What follows belongs to an exercise in optimizing a design on an open flow for small area; a production flow would make more cautious choices.
The RTL was checked by simulation tests, not by an equivalence proof against the original design.
The flow treats the clock pin as an ideal source, which a real chip does not have.

==> run a <==
==> flow/design.v (excerpt) <==
module noc_top #(
    parameter  int rows       = 4,
    parameter  int cols       = 6,
    parameter  int line_elems = 16,
    localparam int num_lines  = rows + cols - 1
) (
    input  logic                  clk,
    input  logic                  rst_n,
    input  logic                  start_conv,
    input  logic [1:0]            mode_in,
    input  logic [num_lines*line_elems*noc_pkg::data_w-1:0] ifmap_data_in,
    input  logic [rows*cols-1:0]  pe_full,
    input  logic                  conv_complete,
    output logic [num_lines-1:0]  bus_valid,
    output logic [noc_pkg::pkt_elems*noc_pkg::data_w-1:0] bus_data,
    output logic                  free_ifmap_buffer,
    output logic                  busy
);
==> module noc_slot_ctl, before the edit <==
module noc_slot_ctl (
    input  logic load_p,
    input  logic load_n,
    input  logic advance_p,
    input  logic advance_n,
    output logic load,
    output logic advance,
    output logic hold
);
    assign load    = ~load_n;
    assign advance = ~advance_n;
    assign hold    = ~(load_p | advance_p);
endmodule
==> module noc_top, before the edit <==
module noc_top #(
    parameter  int rows       = 4,
    parameter  int cols       = 6,
    parameter  int line_elems = 16,
    localparam int num_lines  = rows + cols - 1
) (
    input  logic                  clk,
    input  logic                  rst_n,
    input  logic                  start_conv,
    input  logic [1:0]            mode_in,
    input  logic [num_lines*line_elems*noc_pkg::data_w-1:0] ifmap_data_in,
    input  logic [rows*cols-1:0]  pe_full,
    input  logic                  conv_complete,
    output logic [num_lines-1:0]  bus_valid,
    output logic [noc_pkg::pkt_elems*noc_pkg::data_w-1:0] bus_data,
    output logic                  free_ifmap_buffer,
    output logic                  busy
);
    localparam int dw     = noc_pkg::data_w;
    localparam int pe     = noc_pkg::pkt_elems;
    localparam int groups = line_elems / pe;
    logic       busy_q;
    logic       load_q;
    logic [3:0] line_q;
    logic [1:0] group_q;
    logic       load;
    logic       stream;
    logic       advance;
    logic       last;
    assign load   = start_conv & ~busy_q;
    assign stream = busy_q & ~load_q;
    assign busy   = busy_q;
    logic [num_lines-1:0] diag_full;
    always_comb begin
        diag_full = '0;
        for (int r = 0; r < rows; r++)
            for (int c = 0; c < cols; c++)
                diag_full[r + c] = diag_full[r + c] | pe_full[r * cols + c];
    end
    logic [num_lines-1:0] line_oh;
    always_comb
        for (int d = 0; d < num_lines; d++) line_oh[d] = (line_q == 4'(d));
    assign bus_valid = stream ? (line_oh & ~diag_full) : '0;
    assign advance   = |bus_valid;
    assign last      = line_oh[num_lines-1] & (group_q == 2'(groups - 1));
    always_ff @(posedge clk or negedge rst_n) begin
        if (!rst_n) begin
            busy_q  <= 1'b0;
            load_q  <= 1'b0;
            line_q  <= '0;
            group_q <= '0;
        end else begin
            load_q <= load;
            if (load)
                busy_q <= 1'b1;
            else if (advance && last)
                busy_q <= 1'b0;
            if (advance) begin
                if (line_oh[num_lines-1]) begin
                    line_q  <= '0;
                    group_q <= group_q + 2'd1;
                end else begin
                    line_q  <= line_q + 4'd1;
                end
            end
        end
    end
    always_ff @(posedge clk or negedge rst_n) begin
        if (!rst_n) free_ifmap_buffer <= 1'b0;
        else        free_ifmap_buffer <= conv_complete;
    end
    localparam int slots = num_lines * groups;
    localparam int pw    = pe * dw;
    logic [slots-1:0][pw-1:0] ring_q;
    logic [slots-1:0][pw-1:0] ring_d;
    logic [slots-1:0][pw-1:0] ring_in;
    logic       inv_q;
    logic       s1_q;
    logic       s2_q;
    logic       load_n;
    logic       advance_n;
    assign load_n    = ~load;
    assign advance_n = ~advance;
    always_comb
        for (int l = 0; l < num_lines; l++)
            for (int g = 0; g < groups; g++)
                ring_in[g * num_lines + l] = ifmap_data_in[(l * line_elems + g * pe) * dw +: pw];
    for (genvar p = 0; p < slots; p++) begin : g_slot
        logic [2:0] sel;
        noc_slot_ctl u_ctl (
            .load_p    (load),
            .load_n    (load_n),
            .advance_p (advance),
            .advance_n (advance_n),
            .load      (sel[2]),
            .advance   (sel[1]),
            .hold      (sel[0])
        );
        for (genvar b = 0; b < pw; b++) begin : g_bit
            noc_aoi222 u_cell (
                .s   (sel),
                .d   ({ring_in[p][b], ring_q[(p + 1) % slots][b], ring_q[p][b]}),
                .y_n (ring_d[p][b])
            );
        end
    end
    always_ff @(posedge clk) begin
        ring_q <= ring_d;
        inv_q  <= load | ~inv_q;
        if (load) begin
            s1_q <= (mode_in == 2'd1);
            s2_q <= (mode_in == 2'd2);
        end
    end
    logic       gfirst;
    logic [2:0] line_ok;
    assign gfirst  = (group_q == 2'd0);
    assign line_ok = {~(line_oh[0] | line_oh[1]), ~line_oh[0], 1'b1};
    for (genvar i = 0; i < pe; i++) begin : g_out
        logic [2:0] take;
        logic       inv_b;
        assign take[0] = ~s1_q & ~s2_q;
        assign take[1] = s1_q & line_ok[1] & ~(gfirst && i < 1);
        assign take[2] = s2_q & line_ok[2] & ~(gfirst && i < 2);
        assign inv_b   = inv_q & (|take);
        for (genvar b = 0; b < dw; b++) begin : g_bit
            logic [2:0] src;
            logic       y_n;
            assign src[0] = ring_q[0][i * dw + b];
            if (i < 1) begin : g_s1_prev
                assign src[1] = ring_q[slots - num_lines - 1][(i + 3) * dw + b];
            end else begin : g_s1_cur
                assign src[1] = ring_q[slots - 1][(i - 1) * dw + b];
            end
            if (i < 2) begin : g_s2_prev
                assign src[2] = ring_q[slots - num_lines - 2][(i + 2) * dw + b];
            end else begin : g_s2_cur
                assign src[2] = ring_q[slots - 2][(i - 2) * dw + b];
            end
            noc_aoi222 u_mux (
                .s   (take),
                .d   (src),
                .y_n (y_n)
            );
            assign bus_data[i * dw + b] = ~(y_n ^ inv_b);
        end
    end
endmodule
export LEC_CHECK = 0
export CAP_MARGIN = 20
export CORE_AREA = 10 10 420 420
export DIE_AREA = 0 0 430 430
export PLACE_DENSITY = 0.6
export SLEW_MARGIN = 20
export SYNTH_HIERARCHICAL = 1
export SYNTH_MINIMUM_KEEP_SIZE = 0
create_clock -name core_clock -period 7.0 [get_ports {clk}]
standard.sh (not shown) runs the stock make flow with config.mk's settings and CLKGATE_MAP_FILE= SYNTH_SCRIPT=/design/flow/synth_recipe.tcl, a recipe that flattens the netlist after the stock synthesis.
==> flow/flow/run.sh <==
#!/bin/bash
# Standard layout with three changes: the port buffers are the smallest buffer
# cell; clock tree synthesis uses one mid-size clock buffer in clusters of at
# most 16 sinks, without dummy loads; and the placement and routing steps buffer
# any net with more than 64 loads.
set -euo pipefail
F="$PWD/flow/fanout.tcl"
export PRE_GLOBAL_PLACE_TCL="$F" PRE_RESIZE_TCL="$F" PRE_CTS_TCL="$F" PRE_GLOBAL_ROUTE_TCL="$F"
export BUFFER_PORTS_ARGS="-buffer_cell sky130_fd_sc_hd__buf_1"
export CTS_ARGS="-sink_clustering_enable -repair_clock_nets -dont_use_dummy_load -buf_list {sky130_fd_sc_hd__clkbuf_8} -sink_clustering_size 16 -sink_clustering_max_diameter 80"
bash standard.sh "BUFFER_PORTS_ARGS=$BUFFER_PORTS_ARGS" "CTS_ARGS=$CTS_ARGS" finish > make_finish.log 2>&1
==> flow/flow/fanout.tcl <==
# Keeps repair_design from leaving nets of hundreds of pins.
set_max_fanout 64 [current_design]
==> inputs of run b, as changes to run a <==
--- a/flow/design.v
+++ b/flow/design.v
@@ -16,21 +16,6 @@
     output logic       y_n
 );
     assign y_n = ~|(s & d);
-endmodule
-`default_nettype wire
-`default_nettype none
-module noc_slot_ctl (
-    input  logic load_p,
-    input  logic load_n,
-    input  logic advance_p,
-    input  logic advance_n,
-    output logic load,
-    output logic advance,
-    output logic hold
-);
-    assign load    = ~load_n;
-    assign advance = ~advance_n;
-    assign hold    = ~(load_p | advance_p);
 endmodule
 `default_nettype wire
 `default_nettype none
@@ -113,28 +98,16 @@
     logic       inv_q;
     logic       s1_q;
     logic       s2_q;
-    logic       load_n;
-    logic       advance_n;
-    assign load_n    = ~load;
-    assign advance_n = ~advance;
+    logic       hold;
+    assign hold = ~load & ~advance;
     always_comb
         for (int l = 0; l < num_lines; l++)
             for (int g = 0; g < groups; g++)
                 ring_in[g * num_lines + l] = ifmap_data_in[(l * line_elems + g * pe) * dw +: pw];
     for (genvar p = 0; p < slots; p++) begin : g_slot
-        logic [2:0] sel;
-        noc_slot_ctl u_ctl (
-            .load_p    (load),
-            .load_n    (load_n),
-            .advance_p (advance),
-            .advance_n (advance_n),
-            .load      (sel[2]),
-            .advance   (sel[1]),
-            .hold      (sel[0])
-        );
         for (genvar b = 0; b < pw; b++) begin : g_bit
             noc_aoi222 u_cell (
-                .s   (sel),
+                .s   ({load, advance, hold}),
                 .d   ({ring_in[p][b], ring_q[(p + 1) % slots][b], ring_q[p][b]}),
                 .y_n (ring_d[p][b])
             );
PLACE_DENSITY = 0.75   (was 0.6)
==> inputs of run c, as changes to run a <==
--- a/flow/design.v
+++ b/flow/design.v
@@ -16,21 +16,6 @@
     output logic       y_n
 );
     assign y_n = ~|(s & d);
-endmodule
-`default_nettype wire
-`default_nettype none
-module noc_slot_ctl (
-    input  logic load_p,
-    input  logic load_n,
-    input  logic advance_p,
-    input  logic advance_n,
-    output logic load,
-    output logic advance,
-    output logic hold
-);
-    assign load    = ~load_n;
-    assign advance = ~advance_n;
-    assign hold    = ~(load_p | advance_p);
 endmodule
 `default_nettype wire
 `default_nettype none
@@ -56,6 +41,7 @@
     localparam int pe     = noc_pkg::pkt_elems;
     localparam int groups = line_elems / pe;
     logic       busy_q;
+    logic       idle_q;
     logic       load_q;
     logic [3:0] line_q;
     logic [1:0] group_q;
@@ -63,7 +49,9 @@
     logic       stream;
     logic       advance;
     logic       last;
+    logic       keep;
     assign load   = start_conv & ~busy_q;
+    assign keep   = ~start_conv | ~idle_q;
     assign stream = busy_q & ~load_q;
     assign busy   = busy_q;
     logic [num_lines-1:0] diag_full;
@@ -102,6 +90,14 @@
         end
     end
     always_ff @(posedge clk or negedge rst_n) begin
+        if (!rst_n)
+            idle_q <= 1'b1;
+        else if (start_conv && idle_q)
+            idle_q <= 1'b0;
+        else if (advance && last)
+            idle_q <= 1'b1;
+    end
+    always_ff @(posedge clk or negedge rst_n) begin
         if (!rst_n) free_ifmap_buffer <= 1'b0;
         else        free_ifmap_buffer <= conv_complete;
     end
@@ -113,28 +109,16 @@
     logic       inv_q;
     logic       s1_q;
     logic       s2_q;
-    logic       load_n;
-    logic       advance_n;
-    assign load_n    = ~load;
-    assign advance_n = ~advance;
+    logic       hold;
+    assign hold = ~load & ~advance;
     always_comb
         for (int l = 0; l < num_lines; l++)
             for (int g = 0; g < groups; g++)
                 ring_in[g * num_lines + l] = ifmap_data_in[(l * line_elems + g * pe) * dw +: pw];
     for (genvar p = 0; p < slots; p++) begin : g_slot
-        logic [2:0] sel;
-        noc_slot_ctl u_ctl (
-            .load_p    (load),
-            .load_n    (load_n),
-            .advance_p (advance),
-            .advance_n (advance_n),
-            .load      (sel[2]),
-            .advance   (sel[1]),
-            .hold      (sel[0])
-        );
         for (genvar b = 0; b < pw; b++) begin : g_bit
             noc_aoi222 u_cell (
-                .s   (sel),
+                .s   ({load, advance, hold}),
                 .d   ({ring_in[p][b], ring_q[(p + 1) % slots][b], ring_q[p][b]}),
                 .y_n (ring_d[p][b])
             );
@@ -148,37 +132,24 @@
             s2_q <= (mode_in == 2'd2);
         end
     end
-    logic       gfirst;
-    logic [2:0] line_ok;
-    assign gfirst  = (group_q == 2'd0);
-    assign line_ok = {~(line_oh[0] | line_oh[1]), ~line_oh[0], 1'b1};
-    for (genvar i = 0; i < pe; i++) begin : g_out
-        logic [2:0] take;
-        logic       inv_b;
-        assign take[0] = ~s1_q & ~s2_q;
-        assign take[1] = s1_q & line_ok[1] & ~(gfirst && i < 1);
-        assign take[2] = s2_q & line_ok[2] & ~(gfirst && i < 2);
-        assign inv_b   = inv_q & (|take);
-        for (genvar b = 0; b < dw; b++) begin : g_bit
-            logic [2:0] src;
-            logic       y_n;
-            assign src[0] = ring_q[0][i * dw + b];
-            if (i < 1) begin : g_s1_prev
-                assign src[1] = ring_q[slots - num_lines - 1][(i + 3) * dw + b];
-            end else begin : g_s1_cur
-                assign src[1] = ring_q[slots - 1][(i - 1) * dw + b];
-            end
-            if (i < 2) begin : g_s2_prev
-                assign src[2] = ring_q[slots - num_lines - 2][(i + 2) * dw + b];
-            end else begin : g_s2_cur
-                assign src[2] = ring_q[slots - 2][(i - 2) * dw + b];
-            end
-            noc_aoi222 u_mux (
-                .s   (take),
-                .d   (src),
-                .y_n (y_n)
-            );
-            assign bus_data[i * dw + b] = ~(y_n ^ inv_b);
+    logic gfirst;
+    assign gfirst = (group_q == 2'd0);
+    logic line_pad;
+    always_comb begin
+        line_pad = (s1_q && line_oh[0]) || (s2_q && (line_oh[0] || line_oh[1]));
+        for (int i = 0; i < pe; i++) begin
+            logic [dw-1:0] b;
+            logic          elem_pad;
+            if (s2_q)
+                b = (i < 2) ? ring_q[slots - num_lines - 2][(i + 2) * dw +: dw]
+                            : ring_q[slots - 2][(i - 2) * dw +: dw];
+            else if (s1_q)
+                b = (i < 1) ? ring_q[slots - num_lines - 1][(i + 3) * dw +: dw]
+                            : ring_q[slots - 1][(i - 1) * dw +: dw];
+            else
+                b = ring_q[0][i * dw +: dw];
+            elem_pad = gfirst && ((i < 1 && s1_q) || (i < 2 && s2_q));
+            bus_data[i * dw +: dw] = (line_pad || elem_pad) ? '0 : (b ^ {dw{inv_q}});
         end
     end
 endmodule
==> flow/flow/run.sh (replaced) <==
#!/bin/bash
# Standard layout with two changes: the port buffers are the smallest buffer
# cell, and clock tree synthesis uses smaller clock buffers without dummy loads.
set -euo pipefail
export BUFFER_PORTS_ARGS="-buffer_cell sky130_fd_sc_hd__buf_1"
export CTS_ARGS="-sink_clustering_enable -repair_clock_nets -dont_use_dummy_load -buf_list {sky130_fd_sc_hd__clkbuf_4 sky130_fd_sc_hd__clkbuf_8}"
bash standard.sh "BUFFER_PORTS_ARGS=$BUFFER_PORTS_ARGS" "CTS_ARGS=$CTS_ARGS" finish > make_finish.log 2>&1
CORE_AREA = not set   (was 10 10 420 420)
CORE_MARGIN = 2   (was not set)
CORE_UTILIZATION = 55   (was not set)
DIE_AREA = not set   (was 0 0 430 430)
PLACE_DENSITY = 0.7   (was 0.6)
removed: flow/flow/fanout.tcl
==> notes <==
- Worst setup slack: run a is better than run b (0.16 ns).
- Against run b, the global-route usage of run a is higher by 2.7 points.
- Synthesized area: run c > run a > run b.
- Against run b, the routed wire length of run a is higher by 12%.
- Run a went through all stages and came out clean. Run c did not get past 3_2_place_iop with PPL-0024. Run b went through all stages and came out clean.
- Between run b and run a, the lower utilization is in run b (gap 0.11 points).

-- what the ideal ports hide --
How much do the figures lean on ideal ports? The routed layouts below were timed once more, with nothing changed but the port constraints. Step 1 assumes that a clkbuf_16 drives the clock port and a buf_2 every other input. Step 2 moves the port delays by t, midway between the first and last clock arrival at a register: inputs arrive t later, outputs are due t later. That takes back most of the time a late clock gives input paths. a / b / c = no drivers / after step 1 / after step 2; a / b = the first two.
| run | t, ns | setup WS [ns] | latest minus earliest clock arrival (ns) |
|---|---|---|---|
| run a | 0.882 | 1.569 / 1.486 / 1.458 | 0.114 / 0.114 |
| run b | 0.885 | 1.405 / 1.334 / 2.163 | 0.112 / 0.112 |
After both steps setup and hold are still met in every run listed. The setup slack of run a, which loses most, moves by -0.083 ns with the drivers and by -0.111 ns with both steps.
